Context: an optimization exercise on an open-source flow, tuned for small area and a short achievable clock period. The choices shown serve that exercise and are no tape-out recipe. In this exercise RTL edits were held to simulation tests only and were not proved equivalent to the original. Power and IR drop assume default switching activity.

==> design.v <==
module audio_regs_gen2 #(
    parameter int NCH = 4,
    parameter int PW  = 256,
    parameter int CW  = 16,
    parameter int AW  = 10
) (
    input  logic              clk,
    input  logic              rst,
    input  logic              val,
    input  logic [AW-1:0]     addr,
    input  logic              write,
    input  logic [31:0]       wdata,
    output logic [31:0]       rdata,
    output logic              ready,
    output logic              rx_en,
    output logic [7:0]        rx_clk_mask,
    output logic [7:0]        rx_clk_patt,
    input  logic              rx_sample,
    input  logic              rx_valid,
    input  logic [PW-1:0]     rx_pdata,
    output logic              tx_en,
    input  logic              tx_retrans_incr,
    input  logic              tx_drop_incr,
    output logic              tx_valid,
    output logic [PW-1:0]     tx_pdata,
    output logic [8*NCH-1:0]  gain,
    output logic [8*NCH-1:0]  bal,
    output logic              sel,
    output logic              irq
);
    localparam int NW = PW / 32;
    localparam logic [CW-1:0] CMAX = '1;
    localparam logic [AW-1:0] A_RX_CTRL = AW'('h000);
    localparam logic [AW-1:0] A_STAT    = AW'('h004);
    localparam logic [AW-1:0] A_RX_SCNT = AW'('h008);
    localparam logic [AW-1:0] A_IRQ_EN  = AW'('h00C);
    localparam logic [AW-1:0] A_RX_PD   = AW'('h010);
    localparam logic [AW-1:0] A_TX_CTRL = AW'('h100);
    localparam logic [AW-1:0] A_TX_CNT  = AW'('h104);
    localparam logic [AW-1:0] A_TX_GO   = AW'('h108);
    localparam logic [AW-1:0] A_TX_PD   = AW'('h110);
    localparam logic [AW-1:0] A_GAIN    = AW'('h200);
    localparam logic [AW-1:0] A_COMMIT  = AW'('h2FC);
    localparam logic [AW-1:0] A_SEL     = AW'('h300);
    logic [AW-1:0]    a;
    logic             unused_addr_lsb;
    logic [3:0]       stat;
    logic [3:0]       irq_en;
    logic [CW-1:0]    scnt;
    logic [CW-1:0]    retr;
    logic [CW-1:0]    drop;
    logic [PW-1:0]    cap;
    logic [8*NCH-1:0] gain_sh;
    logic [8*NCH-1:0] bal_sh;
    logic             dirty;
    logic [31:0]      rd_val;
    assign a = {addr[AW-1:2], 2'b00};
    assign unused_addr_lsb = ^addr[1:0];
    logic wr, wr_rxctrl, wr_stat, wr_scnt, wr_irqen, wr_txctrl, wr_txcnt, wr_txgo;
    logic wr_commit, wr_sel, wr_gsh;
    assign wr        = val & write;
    assign wr_rxctrl = wr && (a == A_RX_CTRL);
    assign wr_stat   = wr && (a == A_STAT);
    assign wr_scnt   = wr && (a == A_RX_SCNT);
    assign wr_irqen  = wr && (a == A_IRQ_EN);
    assign wr_txctrl = wr && (a == A_TX_CTRL);
    assign wr_txcnt  = wr && (a == A_TX_CNT);
    assign wr_txgo   = wr && (a == A_TX_GO);
    assign wr_commit = wr && (a == A_COMMIT);
    assign wr_sel    = wr && (a == A_SEL);
    always_comb begin
        wr_gsh = 1'b0;
        for (int c = 0; c < NCH; c++) begin
            if (wr && (a == A_GAIN + AW'(4 * c))) wr_gsh = 1'b1;
        end
    end
    logic samp_inc, cap_load, cap_ovf, samp_sat, tx_sat;
    logic [3:0] stat_set, stat_clr;
    assign samp_inc = rx_sample & rx_en;
    assign cap_load = rx_valid & rx_en & ~stat[0];
    assign cap_ovf  = rx_valid & rx_en & stat[0];
    assign samp_sat = samp_inc && (scnt == CMAX);
    assign tx_sat   = (tx_retrans_incr && (retr == CMAX)) || (tx_drop_incr && (drop == CMAX));
    assign stat_set = {tx_sat, samp_sat, cap_ovf, cap_load};
    assign stat_clr = wr_stat ? wdata[3:0] : 4'd0;
    always_comb begin
        rd_val = 32'hBADACE55;
        if (a == A_RX_CTRL) rd_val = {rx_en, 15'd0, rx_clk_mask, rx_clk_patt};
        if (a == A_STAT)    rd_val = {28'd0, stat};
        if (a == A_RX_SCNT) rd_val = 32'(scnt);
        if (a == A_IRQ_EN)  rd_val = {28'd0, irq_en};
        if (a == A_TX_CTRL) rd_val = {tx_en, 31'd0};
        if (a == A_TX_CNT)  rd_val = {16'(retr), 16'(drop)};
        if (a == A_TX_GO)   rd_val = 32'd0;
        if (a == A_COMMIT)  rd_val = {31'd0, dirty};
        if (a == A_SEL)     rd_val = {31'd0, sel};
        for (int k = 0; k < NW; k++) begin
            if (a == A_RX_PD + AW'(4 * k)) rd_val = cap[32*k +: 32];
            if (a == A_TX_PD + AW'(4 * k)) rd_val = tx_pdata[32*k +: 32];
        end
        for (int c = 0; c < NCH; c++) begin
            if (a == A_GAIN + AW'(4 * c)) rd_val = {16'd0, bal_sh[8*c +: 8], gain_sh[8*c +: 8]};
        end
    end
    always_ff @(posedge clk) begin
        if (rst) begin
            ready       <= 1'b0;
            rdata       <= 32'd0;
            rx_en       <= 1'b0;
            rx_clk_mask <= 8'd0;
            rx_clk_patt <= 8'd0;
            stat        <= 4'd0;
            irq_en      <= 4'd0;
            scnt        <= '0;
            retr        <= '0;
            drop        <= '0;
            cap         <= '0;
            tx_en       <= 1'b0;
            tx_valid    <= 1'b0;
            tx_pdata    <= '0;
            gain_sh     <= '0;
            bal_sh      <= '0;
            gain        <= '0;
            bal         <= '0;
            dirty       <= 1'b0;
            sel         <= 1'b0;
            irq         <= 1'b0;
        end else begin
            ready <= val;
            rdata <= val ? (write ? wdata : rd_val) : 32'd0;
            if (wr_rxctrl) begin
                rx_en       <= wdata[31];
                rx_clk_mask <= wdata[15:8];
                rx_clk_patt <= wdata[7:0];
            end
            stat <= (stat & ~stat_clr) | stat_set;
            if (wr_irqen) irq_en <= wdata[3:0];
            if (cap_load) cap <= rx_pdata;
            if (wr_scnt) scnt <= wdata[CW-1:0];
            else if (samp_inc && (scnt != CMAX)) scnt <= scnt + CW'(1);
            if (wr_txcnt) begin
                retr <= wdata[16 +: CW];
                drop <= wdata[CW-1:0];
            end else begin
                if (tx_retrans_incr && (retr != CMAX)) retr <= retr + CW'(1);
                if (tx_drop_incr && (drop != CMAX)) drop <= drop + CW'(1);
            end
            if (wr_txctrl) tx_en <= wdata[31];
            tx_valid <= wr_txgo & wdata[0] & tx_en;
            for (int k = 0; k < NW; k++) begin
                if (wr && (a == A_TX_PD + AW'(4 * k))) tx_pdata[32*k +: 32] <= wdata;
            end
            for (int c = 0; c < NCH; c++) begin
                if (wr && (a == A_GAIN + AW'(4 * c))) begin
                    gain_sh[8*c +: 8] <= wdata[7:0];
                    bal_sh[8*c +: 8]  <= wdata[15:8];
                end
            end
            if (wr_gsh) begin
                dirty <= 1'b1;
            end else if (wr_commit && wdata[0]) begin
                gain  <= gain_sh;
                bal   <= bal_sh;
                dirty <= 1'b0;
            end
            if (wr_sel) sel <= wdata[0];
            irq <= |(stat & irq_en);
        end
    end
endmodule
==> run.sh <==
#!/bin/bash
# synth_recipe.tcl (not shown) runs the flow's synth.tcl, then flattens the netlist and writes it again
# the make line also repeats each setting of config.mk as NAME=value (left out here)
make -C /OpenROAD-flow-scripts/flow DESIGN_CONFIG=/design/flow/config.mk WORK_HOME=/design/flow/orfs CLKGATE_MAP_FILE= SYNTH_SCRIPT=/design/flow/synth_recipe.tcl finish
==> config.mk <==
export PLATFORM = sky130hd
export DESIGN_NAME = audio_regs_gen2
export DESIGN_NICKNAME = audio_regs_gen2
export VERILOG_FILES = /design/flow/design.v
export SDC_FILE = /design/flow/constraint.sdc
export NUM_CORES = 4
export LEC_CHECK = 0
export CAP_MARGIN = 20
export CORE_MARGIN = 2
export CORE_UTILIZATION = 40
export SLEW_MARGIN = 20
==> constraint.sdc <==
create_clock -name core_clock -period 5.0 [get_ports {clk}]
set_input_delay 1.0000 -clock core_clock [delete_from_list [all_inputs] [get_ports {clk}]]
set_output_delay 1.0000 -clock core_clock [all_outputs]
set_load 0.01 [all_outputs]
==> results.tsv <==
stage	metric	value	unit
worst_setup_path	reg2reg_depth	8	
clock_network	cts_root_buf	clkbuf_16	
outcome	status	complete, no violations	
logic_synthesis	ys_types	102	
worst_setup_path	cp.arrival	4.71	ns
clock_network	ctsResizeCount	0	
worst_setup_path	endpoint_kind	register	
cells_and_area	final_layout_size_suffix_gt1_frac	0.0832	
global_route	gr-usage-all-layers	0.413	
placed_design	dpl_cell_area	0.0420	mm^2
worst_setup_path	r2r_end	rdata[3]$_SDFF_PP0_	
logic_synthesis	syn_area	0.0336	mm^2
global_route	grt_max_degree	191	
logic_synthesis	synth_top_area_frac	0.447	
clock_network	cts_tree	yes	
logic_synthesis	syn_inst	4511	
clock_network	cts_setup_buffers	0	
logic_synthesis	syn_avg_cell_area	7.45	um^2
floorplan	start_util	0.403	
sta	max_slew.worst_pin.slew	1.32	ns
route	wirelength	186000	um
power_and_ir_drop	leakage	0.0148	uW
floorplan	rows	106	
hold_path	hold_start	gain[4]$_SDFFE_PP0P_	
route	drt_iter0_drc	5082	
cells_and_area	instances_no_fill	6248	
worst_setup_path	critical_path.max_fanout	9	
logic_synthesis	yosysTopAreaCell	dfxtp_1	
placed_design	portBuffers	677	
cells_and_area	syn2layout_area_growth	32.9	%
placed_design	place_ws	0.424	ns
sta	finalCritPeriodShare	0.825	
clock_network	clk_pin_slew	0.06	ns
sta	setup_ws	0.873	ns
worst_setup_path	slowest_delay	0.73	ns
placed_design	hpwl	136000	um
logic_synthesis	synth.top_cells.by_count	nand2_1 (1489), a21oi_1 (783), dfxtp_1 (751)	
floorplan	die_h	294	um
sta	tns	0	ns
logic_synthesis	synth.most_common_cell	nand2_1	
floorplan	die_w	294	um
worst_setup_path	worst-r2r-setup-slack	1.80	ns
route	drt_pre_antenna_iters	8	
worst_setup_path	r2r-start	scnt[3]$_SDFFE_PP0P_	
route	wl_per_cell	29.7	um
logic_synthesis	yosysWarnings	1	
run	drv_cap	0	
logic_synthesis	synth_ff_type	dfxtp_1	
logic_synthesis	synth_area_leaders	dfxtp_1 (45%), nand2_1 (17%), a21oi_1 (12%)	
worst_setup_path	cp_cell_sequence	clkdlybuf4s50_1 > or4b_1 > nor2_2 > a211oi_2 > a32oi_1 > nor4_1 > buf_4 > o211ai_1 > buf_4 > a21oi_1	
worst_setup_path	critPathLaunchType	input port	
logic_synthesis	synthArstFlopShare	0	
global_route	antenna_found_initial	19	
route	num_vias	38367	
route	remaining_drc_errors	0	
sta	final_max_slew_viol_count	0	
sta	relSlewSlack	0.120	
clock_network	postCtsHoldBufs	0	
logic_synthesis	synthesis.nets	4820	
clock_network	clkSinkCount	751	
sta	rsz0062_at_grt	no	
sta	hold_violations	0	
power_and_ir_drop	power_density	297	mW/mm^2
logic_synthesis	yosysSeqAreaShare	0.447	
hold_path	hold_end	gain[4]$_SDFFE_PP0P_	
cells_and_area	finalInstanceArea	0.0447	mm^2
clock_network	clk_latency	0.67	ns
sta	max_freq	242	MHz
route	vias_per_cell	6.14	
sta	skew	0.0251	ns
placed_design	routabilityCongestion	1.02	
floorplan	die-area	0.0864	mm^2
floorplan	pin_count	680	
clock_network	numCtsBuffers	85	
placed_design	placedCellCount	6090	
hold_path	hold_path_class	register to register	
clock_network	clk_path_buf_depth	3	
worst_setup_path	path_class	input port to register	
sta	fin_crit	4.13	ns
power_and_ir_drop	ir_worst_vdd	268	uV
clock_network	htreeDepth	3	
worst_setup_path	crit_path_frequent_cell	buf_4	
worst_setup_path	required	5.58	ns
route	ant_nets	0	
power_and_ir_drop	p_total	13300	uW
cells_and_area	finalNetCount	5406	
hold_path	hold-path-cell-count	2	
worst_setup_path	worst_path_max_delay_cell	nor4_1	
global_route	grt_overflow	0	
sta	setup_viol	0	
global_route	grt_pass1_vias	34587	
logic_synthesis	synth_seq_cells	751	
floorplan	core-area	0.0834	mm^2
logic_synthesis	synth_edf_count	0	
global_route	grt_pass1_wl	257000	um
per-layer routing:
| metal | GRT usage | up-vias | share of wire |
|---|---|---|---|
| met5 | 0 | - | 0.00039 |
| met4 | 0.242 | 12 | 0.070 |
| met3 | 0.122 | 566 | 0.12 |
| met2 | 0.619 | 2638 | 0.43 |
| met1 | 0.524 | 18408 | 0.38 |
| li1 | - | 16743 | - |
area by class of cell:
cell class,count,area [um^2]
repair buffers,895,8620
fillers,8160,38700
clock buffers,124,2440
flip-flops and latches,751,15000
multi-input cells,3355,16900
well taps,1080,1350
diodes,10,25.0
inverters,9,33.8
clock inverters,24,259
worst max-delay path by stage:
stage          startpoint                    to  slack, ns
2_1_floorplan     addr[7]  rdata[20]$_SDFF_PP0_       2.09
3_3_place_gp      addr[6]  rdata[10]$_SDFF_PP0_       0.41
3_5_place_dp      addr[4]  rdata[10]$_SDFF_PP0_       0.42
4_1_cts           addr[4]  rdata[10]$_SDFF_PP0_       1.08
5_1_grt           addr[9]  rdata[10]$_SDFF_PP0_       0.94
6_report          addr[6]  rdata[10]$_SDFF_PP0_       0.87
state kept, by name, summed over array words and instances, names as in the netlist, 16 cells and up:
name / flops
cap: 256
tx_pdata: 256
bal: 32
bal_sh: 32
gain: 32
gain_sh: 32
rdata: 32
drop: 16
retr: 16
scnt: 16
placed cells by master, fill, tap and decap left out, types with 12 or more instances in the layout:
| cell | synthesis | final |
|---|---|---|
| a22oi_1 | 31 | 31 |
| a211oi_1 | 50 | 50 |
| a31oi_1 | 14 | 14 |
| o21ai_0 | 138 | 138 |
| or3_1 | 17 | 17 |
| mux2i_1 | 24 | 24 |
| and3_1 | 13 | 12 |
| nand3_1 | 49 | 48 |
| nor2b_1 | 12 | 12 |
| clkdlybuf4s50_1 | 0 | 668 |
| o21ai_1 | 13 | 13 |
| buf_12 | 0 | 19 |
| a221oi_1 | 49 | 49 |
| nor2_1 | 189 | 180 |
| clkbuf_1 | 294 | 23 |
| nor3_1 | 41 | 40 |
| dfxtp_1 | 751 | 751 |
| clkbuf_8 | 0 | 15 |
| xor2_1 | 30 | 30 |
| nor2_2 | 9 | 17 |
| o221ai_1 | 31 | 31 |
| buf_4 | 9 | 200 |
| clkinv_2 | 0 | 14 |
| o211ai_1 | 29 | 29 |
| clkbuf_16 | 0 | 86 |
| a21oi_1 | 783 | 783 |
| nand4_1 | 20 | 20 |
| nand2_1 | 1489 | 1489 |
| o22ai_1 | 76 | 76 |
stage by stage:
stage                     hold slack [ns]   util
after floorplan                     0.432      -
after global placement              0.441  0.503
after detailed placement            0.444  0.503
after CTS                           0.453  0.535
after global routing                0.468  0.536
final                               0.451  0.536
logic make-up after synthesis:
group / count (synthesis) / share of synthesized area
compound gates: 1347 / 0.239
xor+xnor: 38 / 0.00990
fa+ha+maj: 3 / 0.00112
buf+inv: 405 / 0.0510
flops: 751 / 0.447
mux: 30 / 0.0105
simple gates: 1937 / 0.241
power breakdown:
group          internal [uW]  switching [uW]
registers               6000            21.3
clock network           3510            2720
logic                    383             630
critical path, delay by kind of cell:
family                 cells  cell delay [ns]
AND/OR/NAND/NOR            3             1.54
AO/OA/AOI/OAI              4             1.20
buffers and inverters      3             0.97

[port drivers added, routing unchanged]
In the flow no input, the clock included, has a driving cell. The finished layout below was timed again as built, in two steps. Step 1: set_driving_cell puts a clkbuf_16 on clk and a buf_2 on each other input, an assumption about the parent block. Step 2, shift: input delay + t, output delay - t, t = (earliest + latest rising clock arrival at the registers) / 2. This alone moves slack from input paths to output paths. Slacks: ideal ports / drivers / drivers and shift; pairs: ideal ports / drivers.
t, ns: 0.726
setup slack, ns: 0.873 / 0.894 / 0.168
hold WS [ns]: 0.451 / 0.451 / 0.451
worst register clock-pin slew, ns: 0.07 / 0.07
After both steps this run still meets setup and hold. For this run, drivers alone change the setup slack by +0.021 ns; drivers and shift together by -0.705 ns.
